What follows belongs to an exercise in optimizing a design on an open flow for small area; a production flow would make more cautious choices.
Where RTL was checked, it was by simulation tests only, not by an equivalence proof against the original.
Power figures rest on the tool's default switching activity, not on a simulated workload.

Design tunnel_wall_gen, start of the top module:
module tunnel_wall_gen (
    input  logic       clock,
    input  logic       rst,
    input  logic [9:0] Pixel_row,
    input  logic [9:0] Pixel_column,
    input  logic       run,
    input  logic [1:0] speed,
    input  logic [7:0] randomized_value,
    output logic [1:0] wall,
    output logic [7:0] probe_left,
    output logic [7:0] probe_right,
    output logic       ready
);
clock: 8.0 ns
lec_check: 0
cap_margin: 20
core_margin: 2
core_utilization: 40
slew_margin: 20
run.sh (not shown) runs the stock make flow with config.mk's settings and CLKGATE_MAP_FILE= SYNTH_SCRIPT=/design/flow/synth_recipe.tcl, a recipe that flattens the netlist after the stock synthesis.
The starting point ran to the end with no violations.
Next try:
--- a/flow/config.mk
+++ b/flow/config.mk
@@ -7,0 +8 @@
+export ABC_AREA = 1
Outcome: Maximum frequency came out higher by a few percent. Routed wire length came out higher by roughly a tenth. Die area came out higher by a few percent. Sequential share of layout area came out higher by 0.50 points. Worst setup slack improves by 0.23 ns. Flip-flop and latch count is unchanged.

Another version of the RTL of tunnel_wall_gen (not shown whole).
Size in the first run: ~350 flip-flops, ~52 I/O pins.
export LEC_CHECK = 0
export CAP_MARGIN = 0
export CORE_MARGIN = 2
export CORE_UTILIZATION = 60
export CTS_BUF_LIST = sky130_fd_sc_hd__clkbuf_8
export CTS_CLUSTER_DIAMETER = 60
export CTS_CLUSTER_SIZE = 16
export GPL_TIMING_DRIVEN = 0
export SLEW_MARGIN = 0
create_clock -name core_clock -period 8.0 [get_ports {clock}]
standard.sh (not shown) runs the stock make flow with config.mk's settings and CLKGATE_MAP_FILE= SYNTH_SCRIPT=/design/flow/synth_recipe.tcl, a recipe that flattens the netlist after the stock synthesis.
==> flow/flow/run.sh <==
#!/bin/bash
# The standard layout, with the port buffers made of the smallest buffer
# cell (sky130_fd_sc_hd__buf_1) instead of the delay buffer that
# buffer_ports picks by default. Everything else is standard.sh unchanged.
set -euo pipefail
export BUFFER_PORTS_ARGS="-buffer_cell sky130_fd_sc_hd__buf_1"
bash standard.sh > flow_standard.log 2>&1
The starting point completed without violations.
==> next run, changes <==
- CAP_MARGIN: 0 -> 20
- CTS_BUF_LIST: sky130_fd_sc_hd__clkbuf_8 -> sky130_fd_sc_hd__clkbuf_4 sky130_fd_sc_hd__clkbuf_8
- SLEW_MARGIN: 0 -> 20
Outcome: Critical path depth does not change; final cell count stays flat; count of clock-buffer cells in the layout goes up by 3; wire length stays flat; cell area is about the same; utilization goes up by 0.17 points; fmax goes up by about 1.4%; global-route usage stays flat; worst setup slack improves by 91 ps; hold slack improves by 19 ps; die area does not change.
==> next run, changes <==
- CTS_BUF_LIST: sky130_fd_sc_hd__clkbuf_4 sky130_fd_sc_hd__clkbuf_8 -> sky130_fd_sc_hd__clkbuf_4
- CTS_CLUSTER_DIAMETER: 60 -> 40
- CTS_CLUSTER_SIZE: 16 -> 10
Outcome: The new run ran to the end with no violations. Wire length increases by 0.60%. Final cell count came out higher by 1.4%. Utilization shrinks by 0.12 points. Power falls by 0.96%. Synthesized area is unchanged. Worst setup slack gets better by 13 ps. Clock power barely changes. Worst hold slack got worse by 38 ps.
==> next run, changes <==
- CAP_MARGIN: 20 -> 5
- CTS_BUF_LIST: sky130_fd_sc_hd__clkbuf_4 -> sky130_fd_sc_hd__clkbuf_8
- CTS_CLUSTER_DIAMETER: 40 -> 60
- CTS_CLUSTER_SIZE: 10 -> 16
- SLEW_MARGIN: 20 -> 5
Effect: Die area does not change. Total power came out higher by 0.91%. Wire length falls by 0.83%. Worst setup slack got worse by 38 ps. Hold slack improves by 26 ps. Non-clock buffer count rose by 1. Final cell count drops by 1.3%. Sequential cell count does not change.

== the reference run ==
Another version of the RTL of tunnel_wall_gen (not shown whole).
For scale: roughly 1,600 cells after synthesis, roughly 52 I/O pins.
==> flow/config.mk <==
export PLATFORM = sky130hd
export DESIGN_NAME = tunnel_wall_gen
export DESIGN_NICKNAME = tunnel_wall_gen
export VERILOG_FILES = /design/flow/design.v
export SDC_FILE = /design/flow/constraint.sdc
export NUM_CORES = 4
export LEC_CHECK = 0
export CAP_MARGIN = 20
export CORE_MARGIN = 2
export CORE_UTILIZATION = 40
export CTS_BUF_LIST = sky130_fd_sc_hd__clkbuf_16
export CTS_CLUSTER_DIAMETER = 80
export CTS_CLUSTER_SIZE = 32
export SLEW_MARGIN = 20
==> flow/constraint.sdc <==
create_clock -name core_clock -period 8.0 [get_ports {clock}]
set_input_delay 1.6000 -clock core_clock [delete_from_list [all_inputs] [get_ports {clock}]]
set_output_delay 1.6000 -clock core_clock [all_outputs]
set_load 0.01 [all_outputs]
run.sh (not shown) runs the stock make flow with config.mk's settings and CLKGATE_MAP_FILE= SYNTH_SCRIPT=/design/flow/synth_recipe.tcl, a recipe that flattens the netlist after the stock synthesis.
Stock flow here: none of the scripts above is used.
The reference run | stages: all done | timing, DRC, antenna: all pass
Input-level comparison between the trial run and the reference run:
Settings: CTS_CLUSTER_DIAMETER: 80 -> 60; CTS_BUF_LIST: sky130_fd_sc_hd__clkbuf_16 -> sky130_fd_sc_hd__clkbuf_8; CTS_CLUSTER_SIZE: 32 -> 16.
--- outcome ---
- Per the comparison of the trial run with the reference run, number of buffers inserted during clock tree synthesis +14, clock network area share -0.69 points, final period utilization -0.21 points.
- Higher final core area utilization was reported by the reference run, not the trial run.
- The trial run vs. the reference run: sequential cell fraction of total power went up 1.0 points; area overhead of the layout relative to synthesis went down 0.81 points; shortest period the worst path allows went down 0.017 ns; leakage power summed over all cells went down 0.58%.
No functional check of the RTL was part of any run of this note.

## port drivers added, routing unchanged
The results above use ideal ports. As a check the final layouts listed here were re-extracted and re-timed, cells and wires unchanged. Step 1, drivers: a clkbuf_16 drives clock and a buf_2 each remaining input, both assumed. Step 2, shift: input delay + t, output delay - t, t = (earliest + latest rising clock arrival at the registers) / 2. This alone moves slack from input paths to output paths. Three values: ideal, step 1, step 2; two values: the first two.
run | t (ns) | slack for setup (ns) | worst setup path at the end | latest minus earliest clock arrival (ns) | slew at the worst register clock pin (ns)
the first run of note 1 | 0.591 | 0.306 / 0.327 / -0.264 | input to register | 0.015 / 0.015 | 0.06 / 0.06
the second run of note 1 | 0.598 | 0.536 / 0.556 / -0.042 | input to register | 0.017 / 0.016 | 0.06 / 0.06
the first run of note 2 | 0.648 | 1.197 / 1.197 / 0.694 | input to register | 0.071 / 0.072 | 0.11 / 0.11
the second run of note 2 | 0.651 | 1.288 / 1.288 / 0.690 | input to register | 0.051 / 0.051 | 0.10 / 0.10
the third run of note 2 | 0.736 | 1.301 / 1.301 / 0.703 | input to register | 0.089 / 0.089 | 0.11 / 0.11
the fourth run of note 2 | 0.641 | 1.264 / 1.264 / 0.674 | input to register | 0.047 / 0.048 | 0.10 / 0.10
the reference run | 0.593 | 0.430 / 0.455 / -0.138 | input to register | 0.031 / 0.030 | 0.11 / 0.11
the trial run | 0.622 | 0.447 / 0.468 / -0.154 | input to register | 0.030 / 0.030 | 0.10 / 0.10
With both steps, setup timing fails in the first run of note 1, the second run of note 1, the reference run and the trial run, where it was met with ideal ports. For the trial run, which loses most, drivers alone change the setup slack by +0.021 ns; drivers and shift together by -0.601 ns.
